Source: an optimization exercise on an open RTL-to-GDS flow (aim: small area, a short achievable clock period and few clock cycles). Production flows keep margins and buffers that such runs may drop.
Function was checked by simulation only, so behaviour that the tests miss may differ from the original.
Power is estimated from default activity; no workload was simulated.

===== config.mk =====
export PLATFORM = sky130hd
export DESIGN_NAME = cpu_lite_top
export DESIGN_NICKNAME = cpu_lite_top
export VERILOG_FILES = /design/flow/design.v
export SDC_FILE = /design/flow/constraint.sdc
export NUM_CORES = 8
export LEC_CHECK = 0
export CAP_MARGIN = 20
export CORE_MARGIN = 2
export CORE_UTILIZATION = 50
export CTS_BUF_LIST = sky130_fd_sc_hd__clkbuf_8
export CTS_CLUSTER_DIAMETER = 60
export CTS_CLUSTER_SIZE = 16
export PLACE_DENSITY = 0.6
export SETUP_SLACK_MARGIN = 5
export SLEW_MARGIN = 20
export SYNTH_HIERARCHICAL = 1
export TNS_END_PERCENT = 5

===== flow/run.sh =====
#!/bin/bash
# Standard layout, with fast buffers on the ports.
set -euo pipefail
bash standard.sh "BUFFER_PORTS_ARGS=-buffer_cell sky130_fd_sc_hd__buf_4" SETUP_SLACK_MARGIN=6 finish > standard_make.log 2>&1

===== constraint.sdc =====
create_clock -name core_clock -period 14.0 [get_ports {clk_i}]
set_input_delay 2.8000 -clock core_clock [delete_from_list [all_inputs] [get_ports {clk_i}]]
set_output_delay 2.8000 -clock core_clock [all_outputs]
set_load 0.01 [all_outputs]

===== design.v =====
`default_nettype none
module alu (
    input  wire        is_r_i,     
    input  wire        is_i_i,     
    input  wire [2:0]  f3_i,
    input  wire        f7z_i,      
    input  wire        f7s_i,      
    input  wire [4:0]  rd_i,
    input  wire [31:0] a_i,        
    input  wire [31:0] b_i,        
    output logic [31:0] result_o,
    output logic       writes_o    
);
    wire [2:0] f3 = f3_i;
    logic r_ok, i_ok;
    always_comb begin
        case (f3)
            3'b000:  r_ok = f7z_i | f7s_i;
            3'b001, 3'b010, 3'b100, 3'b110, 3'b111: r_ok = f7z_i;
            default: r_ok = 1'b0;
        endcase
        i_ok = (f3 == 3'b000) | (f3 == 3'b110) | (f3 == 3'b111);
    end
    assign writes_o = ((is_r_i & r_ok) | (is_i_i & i_ok)) & (rd_i != 5'd0);
    wire do_sub = ~is_i_i & (f7s_i | (f3 == 3'b010));
    wire arith  = (f3 == 3'b000);
    wire use_p  = (f3 == 3'b000) | (f3 == 3'b100) | (f3 == 3'b110);
    wire use_g  = f3[1] & f3[2];
    wire do_sll = (f3 == 3'b001);
    wire is_slt = (f3 == 3'b010);
    logic [31:0] p, g, carry, shn;
    for (genvar i = 0; i < 32; i++) begin : g_pg
        alu_pg u_pg (.a_i (a_i[i]), .b_i (b_i[i]), .sub_i (do_sub), .p_o (p[i]), .g_o (g[i]));
    end
    alu_carry u_carry (.p_i (p), .g_i (g), .cin_i (do_sub), .c_o (carry));
    logic [31:0] st [6];
    assign st[0] = a_i;
    for (genvar k = 0; k < 5; k++) begin : g_st
        for (genvar i = 0; i < 32; i++) begin : g_bit
            if (i >= (1 << k)) begin : g_mux
                sh_mux u_mux (.a_i (st[k][i]), .b_i (st[k][i - (1 << k)]), .s_i (b_i[k]),
                              .y_o (st[k + 1][i]));
            end else if (k % 2 == 0) begin : g_fill_t
                sh_fill_t u_fill (.a_i (st[k][i]), .s_i (b_i[k]), .y_o (st[k + 1][i]));
            end else begin : g_fill_n
                sh_fill_n u_fill (.a_i (st[k][i]), .s_i (b_i[k]), .y_o (st[k + 1][i]));
            end
        end
    end
    assign shn = st[5];
    wire lt = (a_i[31] ^ b_i[31]) ? a_i[31] : (p[31] ^ carry[31]);
    alu_res0 u_res0 (.p_i (p[0]), .g_i (g[0]), .c_i (carry[0]), .shn_i (shn[0]),
                     .set_i (is_slt & lt), .use_p_i (use_p), .use_g_i (use_g),
                     .arith_i (arith), .sll_i (do_sll), .r_o (result_o[0]));
    for (genvar i = 1; i < 32; i++) begin : g_res
        alu_res u_res (.p_i (p[i]), .g_i (g[i]), .c_i (carry[i]), .shn_i (shn[i]),
                       .use_p_i (use_p), .use_g_i (use_g), .arith_i (arith), .sll_i (do_sll),
                       .r_o (result_o[i]));
    end
endmodule
module alu_pg (
    input  wire  a_i,
    input  wire  b_i,
    input  wire  sub_i,
    output wire  p_o,
    output wire  g_o
);
    wire bx = b_i ^ sub_i;
    assign p_o = a_i ^ bx;
    assign g_o = a_i & bx;
endmodule
module alu_carry (
    input  wire [31:0] p_i,
    input  wire [31:0] g_i,
    input  wire        cin_i,
    output logic [31:0] c_o
);
    logic [31:0] gg, pp;
    always_comb begin
        gg = g_i;
        pp = p_i;
        gg[0] = g_i[0] | (p_i[0] & cin_i);
        for (int l = 1; l < 32; l = l * 2) begin
            for (int i = 2 * l - 1; i < 32; i = i + 2 * l) begin
                gg[i] = gg[i] | (pp[i] & gg[i - l]);
                pp[i] = pp[i] & pp[i - l];
            end
        end
        for (int l = 8; l >= 1; l = l / 2) begin
            for (int i = 3 * l - 1; i < 32; i = i + 2 * l) begin
                gg[i] = gg[i] | (pp[i] & gg[i - l]);
                pp[i] = pp[i] & pp[i - l];
            end
        end
        c_o = {gg[30:0], 1'b0} | {31'd0, cin_i};
    end
endmodule
module sh_mux (
    input  wire a_i,
    input  wire b_i,
    input  wire s_i,
    output wire y_o
);
    assign y_o = ~(s_i ? b_i : a_i);
endmodule
module sh_fill_t (
    input  wire a_i,
    input  wire s_i,
    output wire y_o
);
    assign y_o = ~(a_i & ~s_i);
endmodule
module sh_fill_n (
    input  wire a_i,
    input  wire s_i,
    output wire y_o
);
    assign y_o = ~(a_i | s_i);
endmodule
module alu_res (
    input  wire p_i,
    input  wire g_i,
    input  wire c_i,
    input  wire shn_i,
    input  wire use_p_i,
    input  wire use_g_i,
    input  wire arith_i,
    input  wire sll_i,
    output wire r_o
);
    wire lg = (p_i & use_p_i) | (g_i & use_g_i);
    assign r_o = sll_i ? ~shn_i : (lg ^ (c_i & arith_i));
endmodule
module alu_res0 (
    input  wire p_i,
    input  wire g_i,
    input  wire c_i,
    input  wire shn_i,
    input  wire set_i,
    input  wire use_p_i,
    input  wire use_g_i,
    input  wire arith_i,
    input  wire sll_i,
    output wire r_o
);
    wire lg = (p_i & use_p_i) | (g_i & use_g_i);
    assign r_o = (sll_i ? ~shn_i : (lg ^ (c_i & arith_i))) | set_i;
endmodule
`default_nettype wire
`default_nettype none
module reg_file (
    input  wire        clk_i,
    input  wire        reset,
    input  wire [4:0]  addr_i,     
    output logic [31:0] lo_o,      
    output logic [31:0] hi_o,      
    output logic [15:0] match_o,   
    input  wire        wr_en_i,    
    input  wire [15:0] drop_i,     
    input  wire [3:0]  idx_i,
    input  wire [4:0]  wr_tag_i,
    input  wire [31:0] wr_data_i
);
    logic [15:0] valid_q;
    logic [4:0]  tag_q  [16];
    logic [31:0] data_q [16];
    logic [15:0] match;
    logic [15:0] sel;
    always_comb begin
        lo_o = '0;
        hi_o = '0;
        for (int i = 0; i < 16; i++) begin
            sel[i]   = (idx_i == i[3:0]);
            match[i] = valid_q[i] & (tag_q[i] == addr_i);
            if (i < 8) lo_o = lo_o | (data_q[i] & {32{match[i]}});
            else       hi_o = hi_o | (data_q[i] & {32{match[i]}});
        end
    end
    assign match_o = match;
    always_ff @(posedge clk_i or posedge reset) begin
        if (reset) begin
            valid_q <= '0;
        end else begin
            for (int i = 0; i < 16; i++) begin
                if (wr_en_i && sel[i])                 valid_q[i] <= 1'b1;
                else if (wr_en_i && drop_i[i])          valid_q[i] <= 1'b0;
            end
        end
    end
    for (genvar i = 0; i < 16; i++) begin : g_entry
        for (genvar j = 0; j < 5; j++) begin : g_tag
            rf_bit u_bit (
                .clk_i  (clk_i),
                .hold_i (valid_q[i]),
                .we_i   (wr_en_i & sel[i]),
                .d_i    (wr_tag_i[j]),
                .q_o    (tag_q[i][j])
            );
        end
        for (genvar j = 0; j < 32; j++) begin : g_data
            rf_bit u_bit (
                .clk_i  (clk_i),
                .hold_i (valid_q[i]),
                .we_i   (wr_en_i & sel[i]),
                .d_i    (wr_data_i[j]),
                .q_o    (data_q[i][j])
            );
        end
    end
endmodule
`default_nettype wire
`default_nettype none
module rf_bit (
    input  wire  clk_i,
    input  wire  hold_i,
    input  wire  we_i,
    input  wire  d_i,
    output logic q_o
);
    always_ff @(posedge clk_i) begin
        q_o <= (q_o & hold_i) | (d_i & we_i);
    end
endmodule
`default_nettype wire
`default_nettype none
module cpu_lite_top (
    input  wire        clk_i,
    input  wire        reset,
    input  wire        host_valid_i,
    input  wire [7:0]  host_byte_i,
    input  wire [4:0]  reg_sel_i,
    input  wire [1:0]  byte_sel_i,
    output wire [7:0]  value_o,
    output wire        is_positive_o,
    output wire        done_o
);
    logic        loading_q;    
    logic        done_q;
    logic [1:0]  phase_q;      
    logic [4:0]  count_q;      
    logic        exec_q;       
    logic        is_r_q;       
    logic        is_i_q;       
    logic        rd0_q;        
    logic [7:0]  b1_q;         
    logic [3:0]  b2_q;         
    logic [7:0]  b3_q;         
    logic [31:0] a_q;          
    logic [15:0] drop_q;       
    wire start_seen = host_valid_i & ~loading_q & ~done_q & (host_byte_i == 8'hFE);
    wire end_seen   = host_valid_i & loading_q & (phase_q == 2'd0) & (host_byte_i == 8'hFF);
    wire data_stb   = host_valid_i & loading_q & ~end_seen;
    wire last_byte  = data_stb & (phase_q == 2'd3);
    wire kept       = ~count_q[4];
    wire [4:0] rd = {b1_q[3:0], rd0_q};
    logic [31:0] rdata;
    logic [31:0] rd_lo, rd_hi;    
    logic [15:0] match;
    logic [31:0] result;
    logic        writes;
    wire wr_en = exec_q & writes;
    always_ff @(posedge clk_i or posedge reset) begin
        if (reset) begin
            loading_q <= 1'b0;
            done_q    <= 1'b0;
            phase_q   <= 2'd0;
            count_q   <= 5'd0;
            exec_q    <= 1'b0;
        end else begin
            if (start_seen) loading_q <= 1'b1;
            if (end_seen) begin
                loading_q <= 1'b0;
                done_q    <= 1'b1;
            end
            if (data_stb) phase_q <= phase_q + 2'd1;
            if (exec_q) count_q <= count_q + 5'd1;
            exec_q <= last_byte & kept;
        end
    end
    always_ff @(posedge clk_i) begin
        b3_q   <= host_byte_i;
        drop_q <= match;
    end
    wire ld0 = data_stb & (phase_q == 2'd0);
    wire ld1 = data_stb & (phase_q == 2'd1);
    wire ld2 = data_stb & (phase_q == 2'd2);
    wire [2:0] b0_d = {host_byte_i[7], host_byte_i[6:0] == 7'b0010011,
                       host_byte_i[6:0] == 7'b0110011};
    logic [2:0] b0_q;
    assign is_r_q = b0_q[0];
    assign is_i_q = b0_q[1];
    assign rd0_q  = b0_q[2];
    for (genvar j = 0; j < 3; j++) begin : g_b0
        rf_bit u_bit (.clk_i (clk_i), .hold_i (~ld0), .we_i (ld0), .d_i (b0_d[j]), .q_o (b0_q[j]));
    end
    for (genvar j = 0; j < 8; j++) begin : g_b1
        rf_bit u_bit (.clk_i (clk_i), .hold_i (~ld1), .we_i (ld1), .d_i (host_byte_i[j]),
                      .q_o (b1_q[j]));
    end
    for (genvar j = 0; j < 4; j++) begin : g_b2
        rf_bit u_bit (.clk_i (clk_i), .hold_i (~ld2), .we_i (ld2), .d_i (host_byte_i[4 + j]),
                      .q_o (b2_q[j]));
    end
    for (genvar j = 0; j < 32; j++) begin : g_a
        rf_bit u_bit (.clk_i (clk_i), .hold_i (~ld2), .we_i (ld2), .d_i (rdata[j]), .q_o (a_q[j]));
    end
    wire sel_host = ~loading_q;
    wire sel_rs1  = loading_q & (phase_q == 2'd2);
    wire sel_rd   = loading_q & (phase_q == 2'd3);
    wire sel_rs2  = loading_q & exec_q & ~is_i_q;
    wire [4:0] rs2 = {b3_q[0], b2_q};
    wire [4:0] from_regs = ({5{sel_rd}} & rd) | ({5{sel_rs2}} & rs2) |
                           {4'd0, sel_rs1 & b1_q[7]};
    wire [4:0] addr;
    assign addr[0] = (sel_host & reg_sel_i[0]) | from_regs[0];
    for (genvar k = 1; k < 5; k++) begin : g_addr
        addr_bit u_addr (
            .host_i  (sel_host),
            .sel_i   (reg_sel_i[k]),
            .rs1_i   (sel_rs1),
            .byte_i  (host_byte_i[k - 1]),
            .regs_i  (from_regs[k]),
            .addr_o  (addr[k])
        );
    end
    wire [31:0] imm = {{20{b3_q[7]}}, b3_q, b2_q};
    wire [31:0] opb = rdata | (imm & {32{is_i_q}});
    alu u_alu (
        .is_r_i   (is_r_q),
        .is_i_i   (is_i_q),
        .f3_i     (b1_q[6:4]),
        .f7z_i    (b3_q[7:1] == 7'b0000000),
        .f7s_i    (b3_q[7:1] == 7'b0100000),
        .rd_i     (rd),
        .a_i      (a_q),
        .b_i      (opb),
        .result_o (result),
        .writes_o (writes)
    );
    reg_file u_reg_file (
        .clk_i     (clk_i),
        .reset     (reset),
        .addr_i    (addr),
        .lo_o      (rd_lo),
        .hi_o      (rd_hi),
        .match_o   (match),
        .wr_en_i   (wr_en),
        .drop_i    (drop_q),
        .idx_i     (count_q[3:0]),
        .wr_tag_i  (rd),
        .wr_data_i (result)
    );
    wire [3:0] bsel = 4'b0001 << byte_sel_i;
    byte_pick u_byte_pick (
        .lo_i    (rd_lo),
        .hi_i    (rd_hi),
        .sel_i   (bsel),
        .byte_o  (value_o)
    );
    assign rdata         = rd_lo | rd_hi;
    assign is_positive_o = ~rdata[31];
    assign done_o        = done_q;
endmodule
`default_nettype wire
`default_nettype none
module byte_pick (
    input  wire [31:0] lo_i,
    input  wire [31:0] hi_i,
    input  wire [3:0]  sel_i,
    output wire [7:0]  byte_o
);
    wire [31:0] w = lo_i | hi_i;
    assign byte_o = (w[7:0] & {8{sel_i[0]}}) | (w[15:8] & {8{sel_i[1]}}) |
                    (w[23:16] & {8{sel_i[2]}}) | (w[31:24] & {8{sel_i[3]}});
endmodule
`default_nettype wire
`default_nettype none
module addr_bit (
    input  wire host_i,
    input  wire sel_i,
    input  wire rs1_i,
    input  wire byte_i,
    input  wire regs_i,
    output wire addr_o
);
    assign addr_o = (host_i & sel_i) | (rs1_i & byte_i) | regs_i;
endmodule
`default_nettype wire

===== standard.sh =====
#!/bin/bash
# synth_recipe.tcl (not shown) runs the flow's synth.tcl, then flattens the netlist and writes it again
# the make line also repeats each setting of config.mk as NAME=value (left out here)
make -C /OpenROAD-flow-scripts/flow DESIGN_CONFIG=/design/flow/config.mk WORK_HOME=/design/flow/orfs CLKGATE_MAP_FILE= SYNTH_SCRIPT=/design/flow/synth_recipe.tcl "${@:-finish}"

==> results of run 1 <==
[stage by stage]
stage	util	hold WS, ps	instance area (µm²)
global placement	0.5301	458.3	30640
CTS	0.5613	488.3	32450
detailed placement	0.5302	464.8	30650
floorplan	-	428.8	29380
global route	0.5724	505.3	33090
finish	0.5724	486.8	33090
[registers in the layout, summed over array words and instances, names as in the netlist]
| name | cells |
|---|---|
| exec_q | 1 |
| g_a.u_bit.q_o | 32 |
| u_reg_file.g_entry.g_tag.u_bit.q_o | 80 |
| g_b1.u_bit.q_o | 8 |
| g_b2.u_bit.q_o | 4 |
| u_reg_file.valid_q | 16 |
| u_reg_file.g_entry.g_data.u_bit.q_o | 512 |
| b3_q | 8 |
| phase_q | 2 |
| count_q | 5 |
| g_b0.u_bit.q_o | 3 |
| drop_q | 16 |
| loading_q | 1 |
| done_q | 1 |
[Yosys cell counts, types with 7 or more instances]
master / count
nor4_1: 7
a22oi_2: 78
buf_4: 14
a21oi_1: 50
nand2_1: 70
buf_6: 21
buf_2: 25
nor2_1: 45
nand4_1: 86
xor2_1: 88
clkbuf_1: 8
ha_1: 37
o21ai_0: 47
inv_1: 20
or2_2: 32
a221oi_2: 32
a21o_1: 43
a22o_1: 641
mux2i_1: 129
dfxtp_1: 663
nor3_1: 38
a22oi_1: 207
xnor2_1: 31
nand2b_1: 43
dfrtp_1: 26
and3_1: 14
[worst min-delay path by stage]
| stage | to | slack [ps] | cells after the start |
|---|---|---|---|
| after CTS | u_reg_file.valid_q[15] | 490 | 2 |
| after detailed placement | u_reg_file.valid_q[15] | 460 | 2 |
| after floorplan | exec_q | 430 | 1 |
| after global placement | u_reg_file.valid_q[11] | 460 | 2 |
| after global routing | u_reg_file.g_entry[3].g_data[17].u_bit.q_o | 510 | 1 |
| final | u_reg_file.g_entry[4].g_data[16].u_bit.q_o | 490 | 1 |
[per-module statistics from Yosys, one instance, submodules excluded]
module | copies in the design | area, µm² | flops+latches | cells inside
alu_pg | 32 | 21.27 | 0 | 2
byte_pick | 1 | 210.2 | 0 | 40
alu_res0 | 1 | 38.79 | 0 | 6
sh_fill_n | 10 | 3.754 | 0 | 1
alu | 1 | 123.9 | 0 | 21
cpu_lite_top | 1 | 1620 | 34 | 170
reg_file | 1 | 4861 | 16 | 585
sh_fill_t | 21 | 6.256 | 0 | 1
rf_bit | 639 | 28.78 | 1 | 2
alu_carry | 1 | 608.1 | 0 | 98
sh_mux | 129 | 10.01 | 0 | 1
addr_bit | 4 | 10.01 | 0 | 1
alu_res | 31 | 41.29 | 0 | 5
[metal layers]
layer | GRT usage | vias to the layer above | wire (µm)
met5 | 0 | - | 0
met4 | 0.1130 | 0 | 3572
met3 | 0.05349 | 203 | 8250
met2 | 0.5186 | 1150 | 46400
met1 | 0.4523 | 12258 | 44680
li1 | - | 10623 | -
[logic make-up after synthesis]
kind of cell / synth area share
compound gates: 0.3324
flops: 0.4750
simple gates: 0.07133
mux: 0.04495
xor+xnor: 0.03556
buf+inv: 0.02459
fa+ha+maj: 0.01618
[cell type report]
type / count / area [µm²] / share of cell area
inverter: 22 / 82.58 / 0.002496
multi-input combinational: 1800 / 15490 / 0.4681
clock inverter: 19 / 148.9 / 0.004500
clock buffer: 61 / 839.6 / 0.02537
antenna: 2 / 5.005 / 0.0001512
sequential: 689 / 13940 / 0.4211
tap: 765 / 957.2 / 0.02893
timing repair buffer: 151 / 1632 / 0.04931
[critical path, delay by kind of cell]
family,cells,cell delay [ps]
AO/OA/AOI/OAI,3,510
XOR/XNOR,1,200
buffers and inverters,5,920
AND/OR/NAND/NOR,4,1030
[power by group]
group,switching [µW],internal (µW)
logic,820,301
registers,104,1990
clock network,676,420
total,1600,2710
[cells in the final DEF, fill, tap and decap left out, types with 5 or more instances in the layout]
| master | instances |
|---|---|
| dfrtp_1 | 16 |
| dfxtp_1 | 663 |
| xor2_4 | 9 |
| mux2i_1 | 129 |
| nor4_2 | 6 |
| clkbuf_8 | 62 |
| buf_4 | 112 |
| o21ai_0 | 26 |
| a21oi_1 | 47 |
| clkbuf_16 | 6 |
| nand3_1 | 6 |
| nor3_1 | 32 |
| a21o_1 | 38 |
| o21ai_2 | 14 |
| a22oi_2 | 89 |
| a21o_4 | 5 |
| inv_1 | 29 |
| xor2_1 | 66 |
| ha_1 | 37 |
| nand4_1 | 86 |
| nor2_1 | 30 |
| nand2b_1 | 43 |
| dfrtp_2 | 10 |
| or2_2 | 31 |
| a31oi_1 | 5 |
| a22oi_1 | 196 |
| a221oi_2 | 31 |
| xnor2_1 | 30 |
| nor3_2 | 5 |
| xor2_2 | 13 |
| nand2_1 | 70 |
| and3_4 | 14 |
| nor2_4 | 14 |
| o21ai_1 | 7 |
| a22o_1 | 641 |
| buf_12 | 24 |
[what timing repair did]
| item | in CTS | in global routing |
|---|---|---|
| cloned | 8 | 6 |
| resized for setup | 95 | 66 |
| endpoints found under the setup margin | 226 | 130 |
| buffers inserted | 31 | 7 |
| pin swaps | 34 | 40 |
==> impl_metrics.csv, run 1 <==
group,metric,value,unit
routing,postRouteAntennaNets,0,
sta,rsz0062_at_grt,"true",
yosys,synth_nets,2636,
worst_setup_path,start_kind,"primary input",
finish,fill_cells,5009,
global_routing,grt-ovfl-total,0,
yosys,yosysSeqAreaShare,0.4750,
sta,tns,0,ps
routing,drt_iter0_markers,2443,
floorplanning,start_util,0.5071,
cts,max-clock-path-buffers,3,
cts,clock_sinks,689,
worst_setup_path,timing.rr.start,"g_b0[1].u_bit.q_o",
finish,final_nets,2772,
sta,max-slew-margin-rel,0.2069,
sta,tightest_slew,1187,ps
cts,h-tree-depth,2,
yosys,yosys.cell_types.count,74,
yosys,synth_seq_cells,689,
routing,viasPerCell,6.906,
cts,path_clk_slew,70,ps
cts,cts_made_buffers,53,
sta,maxSlewViolCount,0,
worst_setup_path,worstPathCellList,"buf_4 -> a221o_1 -> buf_12 -> xor2_2 -> nor4_2 -> and3_4 -> clkbuf_16 -> a22oi_1 -> nand4_1 -> buf_4 -> o21ai_2 -> nand4_1 -> buf_4",
finish,drive_above_1_share,0.1845,
yosys,synth_edf_count,0,
placement,gp_congestion,0.8800,
worst_setup_path,max_stage_delay,350,ps
global_routing,grt_max_degree,68,
worst_setup_path,crit_fanout,16,
sta,min_period,8318,ps
worst_setup_path,cp-end-kind,"output port",
cts,holdBufCountCts,0,
worst_setup_path,r2r_slack,6670,ps
floorplanning,die_w,246.1,µm
finish,final_cells,3509,
routing,drc_errors,0,
yosys,synth_area,29310,µm²
yosys,postSynth.asyncResetShare,0.03774,
sta,finalHoldViolCount,0,
floorplanning,die_y,246.1,µm
routing,drtPass1Iterations,5,
placement,dp_hpwl,58490,µm
placement,dp_slack,4520,ps
yosys,yosysWarnings,15,
power,power_leakage,0.01246,µW
hold_path,min_from,"u_reg_file.g_entry[4].g_data[16].u_bit.q_o",
worst_setup_path,cp_data_arrival_time,5520,ps
power,vdd_drop_max,0.2347,mV
yosys,syn_avg_cell_area,11.36,µm²
routing,finalWirelength,102900,µm
routing,dr_total_vias,24234,
sta,fin_ws,5682,ps
cts,clock_latency,700,ps
worst_setup_path,crit_type,"primary input to output port",
sta,fmax,0.1202,GHz
global_routing,grt_pass1_vias,23443,
status,status,"no timing/DRC/antenna violations",
floorplanning,rows,88,
worst_setup_path,crit_slowest_cell,"nor4_2",
yosys,yosysTopAreaCellShare,0.4528,
floorplanning,die-area,60580,µm²
placement,io_buffers,27,
hold_path,hp-class,"register to register",
sta,setup_viol,0,
yosys,synthTopCellsByArea,"dfxtp_1 (45%), a22o_1 (19%), a22oi_1 (5.3%)",
global_routing,track_usage,0.3275,
worst_setup_path,crit_end,"value_o[6]",
worst_setup_path,critPathRequiredTime,11200,ps
sta,finClkSkew,33.80,ps
worst_setup_path,crit_top_cell,"buf_4",
routing,avgRoutedWirePerCell,29.32,µm
yosys,synth_area_leader_cell,"dfxtp_1",
sta,period_share,0.5942,
placement,dp.cells,3372,
floorplanning,core_region_area,57810,µm²
finish,synthToLayoutAreaGrowth,12.89,%
worst_setup_path,crit_path_start,"host_byte_i[0]",
worst_setup_path,r2r-end,"u_reg_file.g_entry[8].g_data[0].u_bit.q_o",
yosys,syn_inst,2581,
yosys,synthFlopType,"dfxtp_1",
flow_run,maxCapViolCount,0,
worst_setup_path,ff2ff_path_depth,29,
power,finalPower,4309,µW
global_routing,antenna_found_initial,1,
power,pwr_density_cell,130.2,nW/µm²
global_routing,grt_pass1_wl,150700,µm
floorplanning,io_pins,28,
cts,cts_tree,"yes",
cts,cts_root_buf,"clkbuf_8",
Testbench counts, summed over its fixed seeds: cycles 11,399.
==> run 2: changes to the inputs <==
==> flow/run.sh (replaced) <==
#!/bin/bash
# Standard layout, with fast buffers on the ports.
set -euo pipefail
bash standard.sh "BUFFER_PORTS_ARGS=-buffer_cell sky130_fd_sc_hd__buf_4" SETUP_SLACK_MARGIN=6.5 finish > standard_make.log 2>&1
==> impl_metrics.csv, run 2 <==
group,metric,value,unit
finish,final_cells,3526,
global_routing,antenna_found_initial,2,
sta,finClkSkew,32.73,ps
floorplanning,rows,88,
routing,drtPass1Iterations,5,
worst_setup_path,cp-end-kind,"output port",
floorplanning,die_w,246.1,µm
worst_setup_path,max_stage_delay,410,ps
worst_setup_path,start_kind,"primary input",
worst_setup_path,r2r-end,"u_reg_file.g_entry[8].g_data[0].u_bit.q_o",
cts,h-tree-depth,2,
routing,drt_iter0_markers,2481,
hold_path,hp-class,"register to register",
sta,setup_viol,0,
power,power_switching,1615,µW
floorplanning,io_pins,28,
worst_setup_path,critPathRequiredTime,11200,ps
power,clock_power_share,0.253,
sta,finalHoldViolCount,0,
sta,max-slew-margin-rel,0.2314,
floorplanning,start_util,0.5071,
yosys,synthFlopType,"dfxtp_1",
routing,postRouteAntennaNets,0,
finish,largest_reg_flops,512,
sta,tns,0,ps
sta,tightest_slew,1149,ps
routing,viasPerCell,6.970,
power,power_leakage,0.01257,µW
placement,dp_slack,4520,ps
worst_setup_path,crit_fanout,16,
yosys,synth_area,29310,µm²
worst_setup_path,cp_data_arrival_time,5520,ps
power,internal_power,2720,µW
finish,largestRegisters,"u_reg_file.g_entry.g_data.u_bit.q_o (512), u_reg_file.g_entry.g_tag.u_bit.q_o (80), g_a.u_bit.q_o (32)",
worst_setup_path,cp.depth,13,
worst_setup_path,crit_slowest_cell,"or3_4",
global_routing,grt-ovfl-total,0,
cts,cts_root_buf,"clkbuf_8",
yosys,synth_nets,2636,
cts,holdBufCountCts,0,
floorplanning,die-area,60580,µm²
floorplanning,core_region_area,57810,µm²
sta,fin_ws,5685,ps
sta,period_share,0.5939,
yosys,synth_seq_cells,689,
power,pwr_density_cell,130.1,nW/µm²
worst_setup_path,timing.rr.start,"g_b0[1].u_bit.q_o",
worst_setup_path,crit_path_start,"host_byte_i[0]",
yosys,yosys.cell_types.count,74,
cts,cts_tree,"yes",
cts,clock_latency,710,ps
sta,maxSlewViolCount,0,
finish,final_common_cell,"dfxtp_1",
sta,min_period,8315,ps
power,seqPwrFrac,0.483,
worst_setup_path,crit_top_cell,"buf_4",
yosys,synth_edf_count,0,
global_routing,grt_pass1_wl,152000,µm
cts,path_clk_slew,70,ps
finish,regMostFlops,"u_reg_file.g_entry.g_data.u_bit.q_o",
worst_setup_path,worstPathCellList,"buf_4 -> a221o_1 -> buf_12 -> xor2_4 -> nor4_4 -> buf_4 -> and3_4 -> buf_12 -> a22o_1 -> or3_4 -> o21ai_4 -> nand4_1 -> buf_4",
flow_run,maxCapViolCount,0,
yosys,yosysWarnings,15,
power,switching_share,0.3725,
sta,rsz0062_at_grt,"true",
yosys,synthTopCellsByArea,"dfxtp_1 (45%), a22o_1 (19%), a22oi_1 (5.3%)",
floorplanning,die_y,246.1,µm
sta,fmax,0.1203,GHz
worst_setup_path,path_buf_inv,5,
routing,avgRoutedWirePerCell,29.68,µm
yosys,yosysMostFrequentCell,"dfxtp_1",
routing,drc_errors,0,
global_routing,track_usage,0.3307,
yosys,syn_inst,2581,
placement,gp_congestion,0.8800,
finish,drive_above_1_share,0.1914,
cts,clock_sinks,689,
worst_setup_path,cpLargestDelayFamily,"buffers and inverters",
global_routing,grt_max_degree,69,
power,vdd_drop_max,0.2360,mV
finish,layout_common_cells,"dfxtp_1 (663), a22o_1 (641), a22oi_1 (196)",
worst_setup_path,r2r_slack,6660,ps
power,power.share.combinational,0.264,
yosys,synth_area_leader_cell,"dfxtp_1",
yosys,syn_avg_cell_area,11.36,µm²
finish,final_nets,2789,
cts,max-clock-path-buffers,3,
finish,synthToLayoutAreaGrowth,13.69,%
yosys,yosysSeqAreaShare,0.4750,
routing,finalWirelength,104700,µm
worst_setup_path,crit_type,"primary input to output port",
yosys,yosysTopAreaCellShare,0.4528,
global_routing,grt_pass1_vias,23547,
cts,cts_made_buffers,53,
placement,io_buffers,27,
status,status,"no timing/DRC/antenna violations",
yosys,yosys-top-cells-count,"dfxtp_1 (663), a22o_1 (641), a22oi_1 (207)",
placement,dp_hpwl,58490,µm
worst_setup_path,crit_end,"value_o[0]",
worst_setup_path,ff2ff_path_depth,28,
placement,dp.cells,3372,
yosys,postSynth.asyncResetShare,0.03774,
routing,dr_total_vias,24575,
run 2: cell types whose count changed in the layout (fill, tap and decap cells not counted), sizes merged:
| cell | change |
|---|---|
| buf | +12 |
| a21o | +3 |
| clkbuf | +1 |
| o21ai | +1 |
run 2: layout make-up:
type	count	area (µm²)
clock inverters	19	148.9
clock buffers	61	839.6
inverters	22	82.58
flip-flops and latches	689	13940
diodes	2	5.005
multi-input cells	1804	15590
well taps	765	957.2
repair buffers	164	1767
fillers	4992	24480
run 2: cells by family (layout without fill, tap and decap cells):
group,Yosys count,in the layout,share of synthesized area
other,0,2,0
and+or+nand+nor,374,380,0.07133
xor gates and xnor gates,119,119,0.03556
muxes,131,131,0.04495
adders and majority gates,38,38,0.01618
DFF,689,689,0.4750
buffers and inverters,99,266,0.02459
AOI/OAI and AO/OA,1131,1136,0.3324
run 2: worst min path at each step:
stage                                                       to  cells past startpoint  slack (ps)                                       start
CTS                                     u_reg_file.valid_q[15]                      2         490                                  drop_q[15]
finish              u_reg_file.g_entry[4].g_data[16].u_bit.q_o                      1         490  u_reg_file.g_entry[4].g_data[16].u_bit.q_o
global placement                        u_reg_file.valid_q[11]                      2         460                                  drop_q[11]
global route        u_reg_file.g_entry[3].g_data[17].u_bit.q_o                      1         510  u_reg_file.g_entry[3].g_data[17].u_bit.q_o
detailed placement                      u_reg_file.valid_q[15]                      2         460                                  drop_q[15]
floorplan                                               exec_q                      1         430                                  count_q[4]
run 2: power groups by stage:
stage	Clock (µW)	Sequential, µW	Combinational [µW]
after floorplan	0	2080	636
after global placement	0	2130	1040
after detailed placement	0	2130	1070
after CTS	1110	2090	1090
after global routing	1180	2100	1200
final	1100	2090	1140
run 2: through the flow:
stage	cell area (µm²)	utilization	hold WS [ps]	total power (µW)
after floorplan	29380	-	428.8	2716
after global placement	30640	0.5301	458.3	3176
after detailed placement	30650	0.5302	464.8	3198
after CTS	32560	0.5633	488.3	4295
after global routing	33320	0.5765	505.3	4485
final	33320	0.5765	487.0	4335
run 2: repair_timing:
action	CTS	global route
gates resized for setup	102	73
cloned	12	8
setup buffers	37	11
pin swaps	38	44
hold endpoints to repair	0	0
setup endpoints to repair	425	346
run 2: modules after synthesis, one instance, submodules excluded, a selection:
| module | times used | cells inside |
|---|---|---|
| alu_pg | 32 | 2 |
| sh_mux | 129 | 1 |
| alu_res0 | 1 | 6 |
| addr_bit | 4 | 1 |
| rf_bit | 639 | 2 |
| cpu_lite_top | 1 | 170 |
| reg_file | 1 | 585 |
| byte_pick | 1 | 40 |
| alu_carry | 1 | 98 |
| sh_fill_t | 21 | 1 |
run 2: worst reg2reg max path, delay by kind of cell (launching register included):
kind / cells / cell delay [ps]
flops: 1 / 1040
fa+ha+maj: 2 / 570
buf+inv: 3 / 650
compound gates: 12 / 2860
simple gates: 8 / 1650
xor+xnor: 3 / 490
run 2: routing by layer:
metal / vias up / global-route usage / share of wire
li1: 10680 / - / -
met1: 12475 / 0.4566 / 0.43
met2: 1220 / 0.5226 / 0.45
met3: 200 / 0.05512 / 0.086
met4: 0 / 0.1143 / 0.035
met5: - / 0 / 0
==> run 3: changes to the inputs <==
==> flow/run.sh (replaced) <==
#!/bin/bash
# Standard layout, with fast buffers on the ports.
set -euo pipefail
bash standard.sh "BUFFER_PORTS_ARGS=-buffer_cell sky130_fd_sc_hd__buf_4" SETUP_SLACK_MARGIN=5.5 finish > standard_make.log 2>&1
==> impl_metrics.csv, run 3 <==
group,metric,value,unit
status,status,"no timing/DRC/antenna violations",
power,pwr_density_cell,136.3,nW/µm²
floorplanning,rows,88,
power,power.share.combinational,0.255,
worst_setup_path,critPathRequiredTime,11200,ps
worst_setup_path,crit_slowest_cell,"o21ai_1",
routing,postRouteAntennaNets,0,
global_routing,gr-max-usage-layer,"met2",
global_routing,grt_pass1_wl,146700,µm
placement,dp_slack,4229,ps
finish,final_common_cell,"dfxtp_1",
finish,fill_cells,5043,
worst_setup_path,cp_data_arrival_time,5750,ps
global_routing,use_met1,0.4513,
routing,dr_total_vias,23851,
hold_path,whs_endpoint,"u_reg_file.valid_q[3]",
worst_setup_path,r2r_slack,6430,ps
hold_path,min_path_cells,2,
cts,holdBufCountCts,0,
hold_path,min_from,"drop_q[3]",
routing,drc_errors,0,
global_routing,met3_usage,0.03344,
sta,fmax,0.1170,GHz
cts,cts_tree,"yes",
finish,drive_above_1_share,0.1529,
cts,h-tree-depth,2,
finish,largestRegisters,"u_reg_file.g_entry.g_data.u_bit.q_o (512), u_reg_file.g_entry.g_tag.u_bit.q_o (80), g_a.u_bit.q_o (32)",
placement,io_buffers,27,
power,clock_power_share,0.265,
cts,cts_made_buffers,54,
finish,synthToLayoutAreaGrowth,9.066,%
yosys,yosysMostFrequentCell,"dfxtp_1",
yosys,synth_nets,2636,
cts,clock_sinks,689,
global_routing,grt_max_degree,65,
cts,clock_latency,730,ps
worst_setup_path,crit_type,"primary input to output port",
yosys,yosys.cell_types.count,74,
floorplanning,core_region_area,57810,µm²
yosys,syn_inst,2581,
flow_run,maxCapViolCount,0,
global_routing,track_usage,0.3161,
power,power_leakage,0.01214,µW
worst_setup_path,crit_fanout,32,
cts,cts_root_buf,"clkbuf_8",
sta,fin_ws,5453,ps
sta,setup_viol,0,
worst_setup_path,cp-end-kind,"output port",
yosys,syn_avg_cell_area,11.36,µm²
finish,regMostFlops,"u_reg_file.g_entry.g_data.u_bit.q_o",
floorplanning,start_util,0.5071,
global_routing,grt-ovfl-total,0,
yosys,synth_edf_count,0,
finish,final_cells,3471,
finish,layout_common_cells,"dfxtp_1 (663), a22o_1 (641), a22oi_1 (207)",
floorplanning,die_y,246.1,µm
cts,max-clock-path-buffers,3,
worst_setup_path,timing.rr.start,"g_b0[1].u_bit.q_o",
hold_path,hp-class,"register to register",
sta,period_share,0.6105,
power,vdd_drop_max,0.2284,mV
floorplanning,io_pins,28,
worst_setup_path,crit_top_cell,"buf_4",
yosys,postSynth.asyncResetShare,0.03774,
finish,multiInputGateArea,15010,µm²
power,switching_share,0.3691,
global_routing,grt_pass1_vias,22905,
global_routing,grt.met2_usage,0.4961,
worst_setup_path,r2r-end,"u_reg_file.g_entry[9].g_data[0].u_bit.q_o",
sta,tns,0,ps
yosys,synth_area_leader_cell,"dfxtp_1",
finish,final_nets,2726,
sta,min_period,8547,ps
worst_setup_path,start_kind,"primary input",
floorplanning,die_w,246.1,µm
sta,rsz0062_at_grt,"true",
yosys,yosysSeqAreaShare,0.4750,
yosys,yosysTopAreaCellShare,0.4528,
routing,drt_iter0_markers,2043,
yosys,synth_area,29310,µm²
placement,dp.cells,3372,
sta,max-slew-margin-rel,0.2147,
routing,viasPerCell,6.872,
routing,drtPass1Iterations,5,
yosys,synthFlopType,"dfxtp_1",
finish,seq_area,13940,µm²
worst_setup_path,ff2ff_path_depth,24,
placement,dp_hpwl,58530,µm
yosys,synthTopCellsByArea,"dfxtp_1 (45%), a22o_1 (19%), a22oi_1 (5.3%)",
global_routing,antenna_found_initial,3,
placement,gp_congestion,0.8680,
yosys,yosysWarnings,15,
yosys,synth_seq_cells,689,
power,seqPwrFrac,0.481,
yosys,yosys-top-cells-count,"dfxtp_1 (663), a22o_1 (641), a22oi_1 (207)",
sta,tightest_slew,1175,ps
routing,avgRoutedWirePerCell,28.36,µm
sta,finClkSkew,63.50,ps
power,power_switching,1608,µW
floorplanning,die-area,60580,µm²
sta,maxSlewViolCount,0,
power,internal_power,2748,µW
finish,largest_reg_flops,512,
worst_setup_path,worstPathCellList,"buf_4 -> a221o_1 -> buf_4 -> xor2_1 -> nor4_2 -> and3_1 -> buf_6 -> a22oi_1 -> nand4_1 -> o21ai_1 -> nand4_1 -> buf_4",
sta,finalHoldViolCount,0,
worst_setup_path,crit_path_start,"host_byte_i[0]",
routing,finalWirelength,98420,µm
cts,path_clk_slew,110,ps
worst_setup_path,max_stage_delay,360,ps
[run 3: how the worst max path moves through the flow]
stage,to,slack [ps],cells after the start
6_report,value_o[1],5450,12
4_1_cts,value_o[1],5510,12
3_3_place_gp,u_reg_file.g_entry[4].g_data[0].u_bit.q_o,3980,23
5_1_grt,value_o[1],5470,11
3_5_place_dp,u_reg_file.g_entry[3].g_data[31].u_bit.q_o,4230,20
2_1_floorplan,u_reg_file.g_entry[0].g_data[0].u_bit.q_o,5520,26
[run 3: timing repair]
action                                  in CTS  in global routing
pin swaps                                    1                  8
cloned                                       0                  3
hold endpoints to repair                     0                  0
resized for setup                           29                  7
setup buffers                                1                  3
endpoints found under the setup margin     105                 72
[run 3: final cells by class]
cell class / instances / area share
clock inverters: 21 / 0.006340
clock buffers: 65 / 0.02798
inverters: 22 / 0.002583
flip-flops and latches: 689 / 0.4360
well taps: 765 / 0.02994
multi-input cells: 1796 / 0.4694
diodes: 5 / 0.0003914
repair buffers: 108 / 0.02744
[run 3: power by group through the flow]
stage	registers, µW	logic, µW	clock network, µW
detailed placement	2130	1070	0
CTS	2090	1080	1180
global placement	2130	1050	0
floorplan	2080	635	0
global route	2100	1170	1250
finish	2090	1110	1150
[run 3: modules after synthesis, one instance, submodules excluded]
| module | flip-flops and latches | copies in the design |
|---|---|---|
| byte_pick | 0 | 1 |
| alu_carry | 0 | 1 |
| alu | 0 | 1 |
| sh_fill_n | 0 | 10 |
| sh_mux | 0 | 129 |
| alu_res0 | 0 | 1 |
| alu_pg | 0 | 32 |
| rf_bit | 1 | 639 |
| sh_fill_t | 0 | 21 |
| alu_res | 0 | 31 |
| reg_file | 16 | 1 |
| addr_bit | 0 | 4 |
| cpu_lite_top | 34 | 1 |
[run 3: metal layers]
layer	vias up	routed length, µm
met3	168	6136
met4	0	3012
met5	-	0
met2	928	44340
met1	12202	44930
li1	10553	-
[run 3: cells by family after synthesis]
logic type	Yosys count	synth area share
DFF	689	0.4750
muxes	131	0.04495
buffers and inverters	99	0.02459
adders and majority gates	38	0.01618
AOI/OAI and AO/OA	1131	0.3324
and+or+nand+nor	374	0.07133
xor gates and xnor gates	119	0.03556
[run 3: metrics by stage]
stage | util | hold WS (ps) | cell area [µm²] | total power (µW)
after CTS | 0.5511 | 488.2 | 31850 | 4348
after global routing | 0.5529 | 505.2 | 31960 | 4518
final | 0.5531 | 482.4 | 31970 | 4356
after global placement | 0.5302 | 458.2 | 30650 | 3184
after detailed placement | 0.5306 | 468.1 | 30670 | 3209
after floorplan | - | 428.8 | 29330 | 2714
[run 3: critical path, delay by kind of cell]
kind,cells,cell delay (ps)
buffers and inverters,4,860
xor gates and xnor gates,1,280
AOI/OAI and AO/OA,3,900
and+or+nand+nor,4,870
==> run 4: changes to the inputs <==
--- a/design.v
+++ b/design.v
@@ -5,23 +5,11 @@
     input  wire [2:0]  f3_i,
     input  wire        f7z_i,      
     input  wire        f7s_i,      
-    input  wire [4:0]  rd_i,
     input  wire [31:0] a_i,        
     input  wire [31:0] b_i,        
-    output logic [31:0] result_o,
-    output logic       writes_o    
+    output logic [31:0] result_o
 );
     wire [2:0] f3 = f3_i;
-    logic r_ok, i_ok;
-    always_comb begin
-        case (f3)
-            3'b000:  r_ok = f7z_i | f7s_i;
-            3'b001, 3'b010, 3'b100, 3'b110, 3'b111: r_ok = f7z_i;
-            default: r_ok = 1'b0;
-        endcase
-        i_ok = (f3 == 3'b000) | (f3 == 3'b110) | (f3 == 3'b111);
-    end
-    assign writes_o = ((is_r_i & r_ok) | (is_i_i & i_ok)) & (rd_i != 5'd0);
     wire do_sub = ~is_i_i & (f7s_i | (f3 == 3'b010));
     wire arith  = (f3 == 3'b000);
     wire use_p  = (f3 == 3'b000) | (f3 == 3'b100) | (f3 == 3'b110);
@@ -166,12 +154,15 @@
     logic [31:0] data_q [16];
     logic [15:0] match;
     logic [15:0] sel;
+    logic [15:0] keep;
+    for (genvar i = 0; i < 16; i++) begin : g_match
+        tag_eq u_eq (.tag_i (tag_q[i]), .addr_i (addr_i), .eq_o (match[i]));
+    end
     always_comb begin
         lo_o = '0;
         hi_o = '0;
         for (int i = 0; i < 16; i++) begin
             sel[i]   = (idx_i == i[3:0]);
-            match[i] = valid_q[i] & (tag_q[i] == addr_i);
             if (i < 8) lo_o = lo_o | (data_q[i] & {32{match[i]}});
             else       hi_o = hi_o | (data_q[i] & {32{match[i]}});
         end
@@ -187,11 +178,14 @@
             end
         end
     end
+    always_comb begin
+        for (int i = 0; i < 16; i++) keep[i] = valid_q[i] & ~(wr_en_i & drop_i[i]);
+    end
     for (genvar i = 0; i < 16; i++) begin : g_entry
         for (genvar j = 0; j < 5; j++) begin : g_tag
             rf_bit u_bit (
                 .clk_i  (clk_i),
-                .hold_i (valid_q[i]),
+                .hold_i (keep[i]),
                 .we_i   (wr_en_i & sel[i]),
                 .d_i    (wr_tag_i[j]),
                 .q_o    (tag_q[i][j])
@@ -200,7 +194,7 @@
         for (genvar j = 0; j < 32; j++) begin : g_data
             rf_bit u_bit (
                 .clk_i  (clk_i),
-                .hold_i (valid_q[i]),
+                .hold_i (keep[i]),
                 .we_i   (wr_en_i & sel[i]),
                 .d_i    (wr_data_i[j]),
                 .q_o    (data_q[i][j])
@@ -223,6 +217,15 @@
 endmodule
 `default_nettype wire
 `default_nettype none
+module tag_eq (
+    input  wire [4:0] tag_i,
+    input  wire [4:0] addr_i,
+    output wire       eq_o
+);
+    assign eq_o = (tag_i == addr_i);
+endmodule
+`default_nettype wire
+`default_nettype none
 module cpu_lite_top (
     input  wire        clk_i,
     input  wire        reset,
@@ -238,7 +241,8 @@
     logic        done_q;
     logic [1:0]  phase_q;      
     logic [4:0]  count_q;      
-    logic        exec_q;       
+    logic        kept_q;       
+    logic        wr_q;         
     logic        is_r_q;       
     logic        is_i_q;       
     logic        rd0_q;        
@@ -257,15 +261,27 @@
     logic [31:0] rd_lo, rd_hi;    
     logic [15:0] match;
     logic [31:0] result;
-    logic        writes;
-    wire wr_en = exec_q & writes;
+    logic f3_ok_r, f3_ok_i;
+    wire  f7z = (host_byte_i[7:1] == 7'b0000000);
+    wire  f7s = (host_byte_i[7:1] == 7'b0100000);
+    always_comb begin
+        case (b1_q[6:4])
+            3'b000:  f3_ok_r = f7z | f7s;
+            3'b001, 3'b010, 3'b100, 3'b110, 3'b111: f3_ok_r = f7z;
+            default: f3_ok_r = 1'b0;
+        endcase
+        f3_ok_i = (b1_q[6:4] == 3'b000) | (b1_q[6:4] == 3'b110) | (b1_q[6:4] == 3'b111);
+    end
+    wire writes = ((is_r_q & f3_ok_r) | (is_i_q & f3_ok_i)) & (rd != 5'd0);
+    wire wr_en = wr_q;
     always_ff @(posedge clk_i or posedge reset) begin
         if (reset) begin
             loading_q <= 1'b0;
             done_q    <= 1'b0;
             phase_q   <= 2'd0;
             count_q   <= 5'd0;
-            exec_q    <= 1'b0;
+            kept_q    <= 1'b0;
+            wr_q      <= 1'b0;
         end else begin
             if (start_seen) loading_q <= 1'b1;
             if (end_seen) begin
@@ -273,8 +289,9 @@
                 done_q    <= 1'b1;
             end
             if (data_stb) phase_q <= phase_q + 2'd1;
-            if (exec_q) count_q <= count_q + 5'd1;
-            exec_q <= last_byte & kept;
+            if (kept_q) count_q <= count_q + 5'd1;
+            kept_q <= last_byte & kept;
+            wr_q   <= last_byte & kept & writes;
         end
     end
     always_ff @(posedge clk_i) begin
@@ -307,7 +324,7 @@
     wire sel_host = ~loading_q;
     wire sel_rs1  = loading_q & (phase_q == 2'd2);
     wire sel_rd   = loading_q & (phase_q == 2'd3);
-    wire sel_rs2  = loading_q & exec_q & ~is_i_q;
+    wire sel_rs2  = loading_q & wr_q & ~is_i_q;
     wire [4:0] rs2 = {b3_q[0], b2_q};
     wire [4:0] from_regs = ({5{sel_rd}} & rd) | ({5{sel_rs2}} & rs2) |
                            {4'd0, sel_rs1 & b1_q[7]};
@@ -331,11 +348,9 @@
         .f3_i     (b1_q[6:4]),
         .f7z_i    (b3_q[7:1] == 7'b0000000),
         .f7s_i    (b3_q[7:1] == 7'b0100000),
-        .rd_i     (rd),
         .a_i      (a_q),
         .b_i      (opb),
-        .result_o (result),
-        .writes_o (writes)
+        .result_o (result)
     );
     reg_file u_reg_file (
         .clk_i     (clk_i),
==> impl_metrics.csv, run 4 <==
group,metric,value,unit
cts,cts_tree,"yes",
sta,tns,0,ps
floorplanning,start_util,0.5071,
routing,finalWirelength,102400,µm
routing,postRouteAntennaNets,0,
power,power.share.combinational,0.414,
power,clock_power_share,0.202,
sta,min_period,8586,ps
finish,final_cells,3455,
flow_run,maxCapViolCount,0,
sta,maxSlewViolCount,0,
global_routing,antenna_found_initial,1,
status,status,"no timing/DRC/antenna violations",
routing,dr_total_vias,24279,
sta,period_share,0.6133,
global_routing,grt_pass1_vias,23282,
sta,fmax,0.1165,GHz
worst_setup_path,crit_fanout,33,
placement,placed_cell_area,30770,µm²
cts,clock_sinks,690,
sta,finalHoldViolCount,0,
routing,viasPerCell,7.027,
routing,drc_errors,0,
power,internal_power,2960,µW
finish,final_nets,2733,
worst_setup_path,start_kind,"primary input",
floorplanning,die_w,243.6,µm
global_routing,track_usage,0.3341,
placement,dp_slack,4272,ps
placement,dp_hpwl,61340,µm
cts,cts_root_buf,"clkbuf_8",
power,power_switching,2597,µW
power,vdd_drop_max,0.1852,mV
cts,clock_latency,710,ps
power,pwr_density_cell,174.2,nW/µm²
sta,tightest_slew,982.0,ps
hold_path,hp-class,"register to register",
cts,path_clk_slew,80,ps
placement,dp.cells,3372,
worst_setup_path,critPathRequiredTime,11200,ps
yosys,synth_area,28710,µm²
finish,layout_common_cells,"dfxtp_1 (663), a22o_1 (639), a22oi_1 (260)",
power,power_leakage,0.01208,µW
routing,drt_iter0_markers,2525,
sta,finClkSkew,29.43,ps
placement,gp_congestion,0.8509,
cts,cts_made_buffers,54,
finish,drive_above_1_share,0.1383,
worst_setup_path,cp_data_arrival_time,5790,ps
global_routing,grt-ovfl-total,0,
floorplanning,die-area,59350,µm²
cts,holdBufCountCts,0,
power,seqPwrFrac,0.385,
finish,regMostFlops,"u_reg_file.g_entry.g_data.u_bit.q_o",
floorplanning,core_region_area,56600,µm²
worst_setup_path,crit_type,"primary input to output port",
cts,h-tree-depth,2,
sta,fin_ws,5414,ps
power,switching_share,0.4673,
yosys,syn_inst,2555,
sta,setup_viol,0,
yosys,synth_nets,2610,
finish,largestRegisters,"u_reg_file.g_entry.g_data.u_bit.q_o (512), u_reg_file.g_entry.g_tag.u_bit.q_o (80), g_a.u_bit.q_o (32)",
floorplanning,rows,87,
worst_setup_path,cp-end-kind,"output port",
floorplanning,die_y,243.6,µm
sta,rsz0062_at_grt,"true",
routing,drtPass1Iterations,6,
finish,final_common_cell,"dfxtp_1",
routing,avgRoutedWirePerCell,29.64,µm
finish,synthToLayoutAreaGrowth,11.14,%
finish,largest_reg_flops,512,
yosys,yosysWarnings,17,
placement,io_buffers,27,
yosys,syn_avg_cell_area,11.24,µm²
global_routing,grt_max_degree,75,
global_routing,grt_pass1_wl,151400,µm
sta,max-slew-margin-rel,0.3437,
finish,final_area,31900,µm²
cts,max-clock-path-buffers,3,
floorplanning,io_pins,28,
## run 4: repair_timing
action | 4_1_cts | 5_1_grt
endpoints found under the setup margin | 100 | 196
buffers inserted | 0 | 2
gates cloned | 0 | 0
resized for setup | 6 | 15
## run 4: final timing paths
check | start | slack (ps) | endpoint | cells past startpoint
max | host_byte_i[3] | 5410 | value_o[5] | 11
min | u_reg_file.g_entry[3].g_data[20].u_bit.q_o | 490 | u_reg_file.g_entry[3].g_data[20].u_bit.q_o | 1
max reg2reg | wr_q | 6610 | u_reg_file.g_entry[4].g_data[31].u_bit.q_o | 24
min reg2reg | u_reg_file.g_entry[3].g_data[20].u_bit.q_o | 490 | u_reg_file.g_entry[3].g_data[20].u_bit.q_o | 1
max in group asynchronous | reset | 11340 | u_reg_file.valid_q[1] | 2
min in group asynchronous | reset | 2140 | count_q[0] | 2
## run 4: power groups by stage
| stage | clock [µW] | combinational, µW | sequential [µW] |
|---|---|---|---|
| final | 1120 | 2300 | 2140 |
| after global routing | 1200 | 2350 | 2150 |
| after CTS | 1130 | 2200 | 2140 |
| after detailed placement | 0 | 2190 | 2180 |
| after global placement | 0 | 2160 | 2180 |
| after floorplan | 0 | 1210 | 2120 |
## run 4: per-stage QoR
stage / util / hold WS, ps / total power (µW)
2_1_floorplan: - / 439.0 / 3331
3_3_place_gp: 0.5434 / 466.4 / 4343
3_5_place_dp: 0.5435 / 470.5 / 4367
4_1_cts: 0.5617 / 492.9 / 5463
5_1_grt: 0.5636 / 502.8 / 5698
6_report: 0.5636 / 491.1 / 5557
## run 4: cell type report
| type | instances | area (µm²) |
|---|---|---|
| fillers | 4861 | 24700 |
| multi-input cells | 1786 | 14960 |
| flip-flops and latches | 690 | 13950 |
| repair buffers | 124 | 950.9 |
| well taps | 756 | 945.9 |
| clock buffers | 63 | 867.1 |
| clock inverters | 13 | 143.9 |
| inverters | 22 | 82.58 |
| diodes | 1 | 2.502 |
## run 4: worst max-delay path, cell delays in order
cell and delay [ps]:
buf_4 140, a221o_2 570, xnor2_1 230, nand3_1 160
nor3_4 60, buf_4 300, a22oi_1 250, nand4_1 150
o21ai_0 640, nand4_1 230, buf_4 200
## run 4: routing by layer
layer	wire length, µm	track usage	vias up
met3	9083	0.06103	228
met5	0	0	-
met2	44210	0.5064	1272
li1	-	-	10529
met4	5178	0.1573	0
met1	43950	0.4611	12250
Testbench counts of run 4, summed over its fixed seeds: cycles 11,399.
==> run 5: changes to the inputs <==
==> flow/run.sh (replaced) <==
#!/bin/bash
# Standard layout, with fast buffers on the ports.
set -euo pipefail
bash standard.sh "BUFFER_PORTS_ARGS=-buffer_cell sky130_fd_sc_hd__buf_4" SETUP_SLACK_MARGIN=6.5 finish > standard_make.log 2>&1
==> impl_metrics.csv, run 5 <==
group,metric,value,unit
cts,cts_tree,"yes",
sta,finalHoldViolCount,0,
power,seqPwrFrac,0.365,
finish,layout_common_cells,"dfxtp_1 (663), a22o_1 (639), a22oi_1 (232)",
cts,cts_made_buffers,52,
worst_setup_path,r2r-end,"u_reg_file.g_entry[0].g_data[0].u_bit.q_o",
worst_setup_path,critPathRequiredTime,11200,ps
yosys,synth_area,28710,µm²
sta,max-slew-margin-rel,0.2466,
floorplanning,die_y,243.6,µm
finish,drive_above_1_share,0.1736,
finish,largest_reg_flops,512,
worst_setup_path,crit_path_start,"reg_sel_i[2]",
finish,final_cells,3487,
power,internal_power,3185,µW
finish,final_common_cell,"dfxtp_1",
sta,timing.hold.ws,490.4,ps
worst_setup_path,crit_end,"value_o[5]",
global_routing,grt.met2_usage,0.5159,
cts,holdBufCountCts,0,
cts,h-tree-depth,2,
worst_setup_path,crit_type,"primary input to output port",
placement,dp_hpwl,61250,µm
sta,finClkSkew,45.35,ps
cts,cts_root_buf,"clkbuf_8",
placement,placed_cell_area,30820,µm²
routing,finalWirelength,102200,µm
routing,postRouteAntennaNets,0,
yosys,syn_inst,2555,
routing,drt_iter0_markers,2448,
sta,rsz0062_at_grt,"true",
sta,tightest_slew,1130,ps
finish,regMostFlops,"u_reg_file.g_entry.g_data.u_bit.q_o",
floorplanning,die_w,243.6,µm
global_routing,grt-ovfl-total,0,
finish,largestRegisters,"u_reg_file.g_entry.g_data.u_bit.q_o (512), u_reg_file.g_entry.g_tag.u_bit.q_o (80), g_a.u_bit.q_o (32)",
worst_setup_path,start_kind,"primary input",
power,power.share.combinational,0.449,
power,pwr_density_cell,176.9,nW/µm²
sta,min_period,8161,ps
routing,viasPerCell,6.940,
hold_path,hp-class,"register to register",
sta,tns,0,ps
yosys,yosysWarnings,17,
finish,synthToLayoutAreaGrowth,15.66,%
sta,fin_ws,5839,ps
sta,fmax,0.1225,GHz
finish,final_nets,2763,
power,clock_power_share,0.186,
yosys,synth_nets,2610,
power,switching_share,0.4576,
global_routing,gr-max-usage-layer,"met2",
placement,dp.cells,3359,
global_routing,met3_usage,0.04274,
power,power_switching,2687,µW
global_routing,track_usage,0.3294,
global_routing,grt_max_degree,64,
sta,maxSlewViolCount,0,
worst_setup_path,cp_data_arrival_time,5360,ps
worst_setup_path,cp-end-kind,"output port",
routing,drc_errors,0,
floorplanning,rows,87,
cts,clock_latency,720,ps
global_routing,antenna_found_initial,1,
routing,avgRoutedWirePerCell,29.30,µm
sta,period_share,0.5829,
floorplanning,io_pins,28,
placement,io_buffers,27,
worst_setup_path,r2r_slack,6690,ps
routing,dr_total_vias,24200,
floorplanning,start_util,0.5071,
routing,drtPass1Iterations,6,
cts,clock_sinks,690,
worst_setup_path,crit_slowest_cell,"a221o_4",
status,status,"no timing/DRC/antenna violations",
finish,fill_cells,4842,
global_routing,grt_pass1_wl,149700,µm
worst_setup_path,crit_fanout,8,
cts,path_clk_slew,100,ps
yosys,syn_avg_cell_area,11.24,µm²
sta,setup_viol,0,
floorplanning,die-area,59350,µm²
global_routing,grt_pass1_vias,23254,
power,power_leakage,0.01248,µW
cts,max-clock-path-buffers,3,
power,vdd_drop_max,0.2026,mV
worst_setup_path,max_stage_delay,440,ps
worst_setup_path,worstPathCellList,"buf_4 -> a221o_4 -> clkbuf_16 -> xor2_4 -> nor3_4 -> buf_6 -> clkbuf_16 -> a22oi_2 -> nand4_1 -> o21ai_2 -> nand4_1 -> buf_4",
finish,final_area,33200,µm²
worst_setup_path,ff2ff_path_depth,25,
worst_setup_path,timing.rr.start,"wr_q",
placement,gp_congestion,0.8915,
placement,dp_slack,4841,ps
global_routing,use_met1,0.4493,
floorplanning,core_region_area,56600,µm²
flow_run,maxCapViolCount,0,
[run 5: power by group through the flow]
stage          clock network, µW  logic (µW)  registers [µW]
3_3_place_gp                   0        2150            2180
4_1_cts                     1110        2440            2140
5_1_grt                     1180        2720            2150
2_1_floorplan                  0        1240            2120
6_report                    1090        2640            2140
3_5_place_dp                   0        2180            2180
[run 5: final cells by class]
type,instances,area (µm²),area share
clock buffer,58,798.3,0.02404
clock inverter,18,160.2,0.004824
multi-input combinational,1793,15730,0.4736
antenna,1,2.502,0.00007537
inverter,22,82.58,0.002487
timing repair buffer,149,1536,0.04628
sequential,690,13950,0.4202
tap,756,945.9,0.02849
[run 5: stage by stage]
| stage | util | total power, µW |
|---|---|---|
| floorplan | - | 3363 |
| global placement | 0.5439 | 4329 |
| detailed placement | 0.5446 | 4361 |
| CTS | 0.5781 | 5681 |
| global route | 0.5865 | 6055 |
| finish | 0.5865 | 5873 |
[run 5: worst min-delay path by stage]
stage / startpoint / end / slack, ps / cells past startpoint
2_1_floorplan: count_q[4] / count_q[4] / 440 / 1
3_3_place_gp: u_reg_file.g_entry[8].g_data[14].u_bit.q_o / u_reg_file.g_entry[8].g_data[14].u_bit.q_o / 470 / 1
3_5_place_dp: u_reg_file.g_entry[9].g_data[15].u_bit.q_o / u_reg_file.g_entry[9].g_data[15].u_bit.q_o / 470 / 1
4_1_cts: u_reg_file.g_entry[13].g_data[6].u_bit.q_o / u_reg_file.g_entry[13].g_data[6].u_bit.q_o / 500 / 1
5_1_grt: u_reg_file.g_entry[7].g_data[11].u_bit.q_o / u_reg_file.g_entry[7].g_data[11].u_bit.q_o / 500 / 1
6_report: u_reg_file.g_entry[11].g_data[19].u_bit.q_o / u_reg_file.g_entry[11].g_data[19].u_bit.q_o / 490 / 1
[run 5: critical path: cells and delay by family]
kind / cells / cell delay [ps]
xor gates and xnor gates: 1 / 200
buffers and inverters: 5 / 900
and+or+nand+nor: 3 / 540
AOI/OAI and AO/OA: 3 / 900
[run 5: layer usage]
metal  part of all wire  routed length [µm]
met2               0.45               46040
met5                  0                   0
met3              0.070                7142
met4              0.050                5079
met1               0.43               43920
[run 5: timing repair]
| item | in CTS | in global routing |
|---|---|---|
| buffers inserted | 29 | 8 |
| gates cloned | 3 | 7 |
| setup endpoints to repair | 355 | 341 |
| pin swaps | 41 | 24 |
| gates resized for setup | 132 | 39 |
==> run 6: changes to the inputs <==
==> flow/run.sh (replaced) <==
#!/bin/bash
# Standard layout, with fast buffers on the ports.
set -euo pipefail
bash standard.sh "BUFFER_PORTS_ARGS=-buffer_cell sky130_fd_sc_hd__buf_4" SETUP_SLACK_MARGIN=7 finish > standard_make.log 2>&1
==> impl_metrics.csv, run 6 <==
group,metric,value,unit
global_routing,grt_max_degree,64,
routing,drt_iter0_markers,2607,
cts,holdBufCountCts,0,
routing,finalWirelength,103100,µm
routing,dr_total_vias,24253,
power,clock_power_share,0.183,
finish,final_common_cell,"dfxtp_1",
floorplanning,core_region_area,56600,µm²
routing,drc_errors,0,
power,pwr_density_cell,178.3,nW/µm²
worst_setup_path,ff2ff_path_depth,25,
routing,top_layer_used,"met4",
routing,viasPerCell,6.920,
finish,synthToLayoutAreaGrowth,16.87,%
worst_setup_path,r2r_slack,6760,ps
routing,postRouteAntennaNets,0,
global_routing,grt_pass1_vias,23361,
sta,max-slew-margin-rel,0.2378,
routing,wl_met1,43810,µm
hold_path,whs_endpoint,"u_reg_file.g_entry[11].g_data[19].u_bit.q_o",
worst_setup_path,max_stage_delay,450,ps
power,seqPwrFrac,0.358,
floorplanning,die-area,59350,µm²
placement,gp_congestion,0.8915,
worst_setup_path,start_kind,"primary input",
finish,multiInputGateArea,15880,µm²
status,status,"no timing/DRC/antenna violations",
worst_setup_path,worstPathCellList,"buf_12 -> a221o_4 -> clkbuf_16 -> xor2_4 -> nor3_4 -> buf_12 -> a22oi_1 -> nand4_1 -> o21ai_2 -> nand4_1 -> buf_4",
cts,cts_made_buffers,52,
sta,setup_viol,0,
yosys,yosysWarnings,17,
floorplanning,io_pins,28,
worst_setup_path,timing.rr.start,"wr_q",
floorplanning,die_y,243.6,µm
floorplanning,die_w,243.6,µm
worst_setup_path,path_buf_inv,4,
yosys,synth_nets,2610,
cts,cts_root_buf,"clkbuf_8",
yosys,synth_area,28710,µm²
worst_setup_path,cp.depth,11,
hold_path,min_path_cells,1,
sta,finClkSkew,43.66,ps
routing,wl_met3,7731,µm
power,internal_power,3241,µW
cts,cts_tree,"yes",
sta,tightest_slew,1143,ps
placement,dp_slack,4841,ps
sta,rsz0062_at_grt,"true",
power,power_switching,2740,µW
finish,drive_above_1_share,0.1885,
routing,avgRoutedWirePerCell,29.42,µm
sta,tns,0,ps
placement,dp_hpwl,61250,µm
global_routing,grt-ovfl-total,0,
worst_setup_path,cp-end-kind,"output port",
finish,regMostFlops,"u_reg_file.g_entry.g_data.u_bit.q_o",
floorplanning,rows,87,
power,power_leakage,0.01262,µW
finish,largest_reg_flops,512,
sta,timing.hold.ws,490.7,ps
routing,met2_length,46490,µm
finish,layout_common_cells,"dfxtp_1 (663), a22o_1 (639), a22oi_1 (222)",
power,power.share.combinational,0.459,
global_routing,antenna_found_initial,1,
placement,io_buffers,27,
worst_setup_path,crit_slowest_cell,"a221o_4",
worst_setup_path,critPathRequiredTime,11200,ps
hold_path,hp-class,"register to register",
sta,fin_ws,5853,ps
sta,min_period,8147,ps
cts,h-tree-depth,2,
cts,max-clock-path-buffers,3,
global_routing,grt_pass1_wl,150800,µm
sta,finalHoldViolCount,0,
power,switching_share,0.4581,
sta,maxSlewViolCount,0,
sta,fmax,0.1228,GHz
cts,clock_sinks,690,
worst_setup_path,crit_type,"primary input to output port",
worst_setup_path,cp_data_arrival_time,5350,ps
worst_setup_path,crit_fanout,33,
routing,drtPass1Iterations,6,
finish,final_nets,2781,
flow_run,maxCapViolCount,0,
global_routing,track_usage,0.3320,
yosys,syn_inst,2555,
cts,path_clk_slew,100,ps
finish,largestRegisters,"u_reg_file.g_entry.g_data.u_bit.q_o (512), u_reg_file.g_entry.g_tag.u_bit.q_o (80), g_a.u_bit.q_o (32)",
yosys,syn_avg_cell_area,11.24,µm²
worst_setup_path,r2r-end,"u_reg_file.g_entry[7].g_data[11].u_bit.q_o",
cts,clock_latency,720,ps
worst_setup_path,cpLargestDelayFamily,"compound AO/OA/AOI/OAI gates",
floorplanning,start_util,0.5071,
power,vdd_drop_max,0.1986,mV
finish,seq_area,13950,µm²
finish,final_util,0.5927,
hold_path,min_from,"u_reg_file.g_entry[11].g_data[19].u_bit.q_o",
finish,fill_cells,4806,
sta,period_share,0.5819,
## run 6: area by class of cell
cell class | instances | share of cell area
inverters | 22 | 0.002461
flip-flops and latches | 690 | 0.4158
clock buffers | 58 | 0.02379
well taps | 756 | 0.02820
diodes | 1 | 0.00007459
multi-input cells | 1793 | 0.4732
repair buffers | 167 | 0.05165
clock inverters | 18 | 0.004774
## run 6: metal layers
metal  vias up  track usage
met2      1103       0.5174
met1     12291       0.4524
met3       225      0.04627
met5         -            0
li1      10634            -
met4         0       0.1650
## run 6: worst register-to-register path: cells and delay by family (launching register included)
kind	cells	cell delay [ps]
flip-flops	1	1050
buffers and inverters	4	760
adder cells (fa/ha/maj)	1	340
AND/OR/NAND/NOR	5	1410
AO/OA/AOI/OAI	13	3240
XOR/XNOR	2	360
## run 6: metrics by stage
| step | cell area (µm²) | power (µW) | std cells |
|---|---|---|---|
| final | 33550 | 5981 | 3505 |
| after CTS | 32840 | 5688 | 3479 |
| after global routing | 33550 | 6153 | 3505 |
| after global placement | 30790 | 4329 | 3357 |
| after floorplan | 28840 | 3363 | 2555 |
| after detailed placement | 30820 | 4361 | 3359 |
## run 6: how the worst max path moves through the flow
stage	startpoint	endpoint
after floorplan	reg_sel_i[4]	u_reg_file.g_entry[8].g_data[31].u_bit.q_o
after global placement	reg_sel_i[0]	u_reg_file.g_entry[0].g_data[0].u_bit.q_o
after detailed placement	reg_sel_i[0]	u_reg_file.g_entry[4].g_data[31].u_bit.q_o
after CTS	host_byte_i[1]	value_o[2]
after global routing	host_byte_i[1]	value_o[2]
final	host_byte_i[1]	value_o[7]
## run 6: timing repair
action / CTS / global route
cloned: 6 / 7
pin swaps: 50 / 42
setup endpoints to repair: 472 / 457
setup buffers: 38 / 14
resized for setup: 138 / 69
## run 6: power by group through the flow
stage	logic, µW	clock network (µW)	registers, µW
final	2740	1090	2140
after global routing	2810	1180	2150
after CTS	2440	1110	2140
after detailed placement	2180	0	2180
after global placement	2150	0	2180
after floorplan	1240	0	2120

## re-timing with driven ports
The flow's constraints put no driver on any port. The routed layouts listed below were extracted and timed again, unchanged, in two steps.
Step 1 (the two cells are an assumption about what drives the block):
set clk [get_ports {clk_i}]
set_driving_cell -lib_cell sky130_fd_sc_hd__clkbuf_16 $clk
set_driving_cell -lib_cell sky130_fd_sc_hd__buf_2 [delete_from_list [all_inputs] $clk]
Step 2 times the ports against the registers' clock, not the clock port: input delays grow and output delays shrink by t, the midpoint of the rising clock arrivals with the driver on.
Slacks: no drivers / after step 1 / after step 2; pairs: no drivers / after step 1.
run	t (ns)	setup slack, ns	latest minus earliest clock arrival (ns)
run 1	0.745	5.682 / 5.660 / 5.178	0.034 / 0.034
run 2	0.748	5.685 / 5.664 / 5.266	0.033 / 0.033
run 3	0.749	5.453 / 5.432 / 4.998	0.064 / 0.064
run 4	0.752	5.414 / 5.392 / 4.977	0.030 / 0.029
run 5	0.763	5.839 / 5.793 / 5.478	0.045 / 0.046
run 6	0.760	5.853 / 5.807 / 5.576	0.045 / 0.045
After both steps setup and hold are still met in every run listed. For run 1, which loses most, drivers alone change the setup slack by -0.022 ns; drivers and shift together by -0.504 ns.
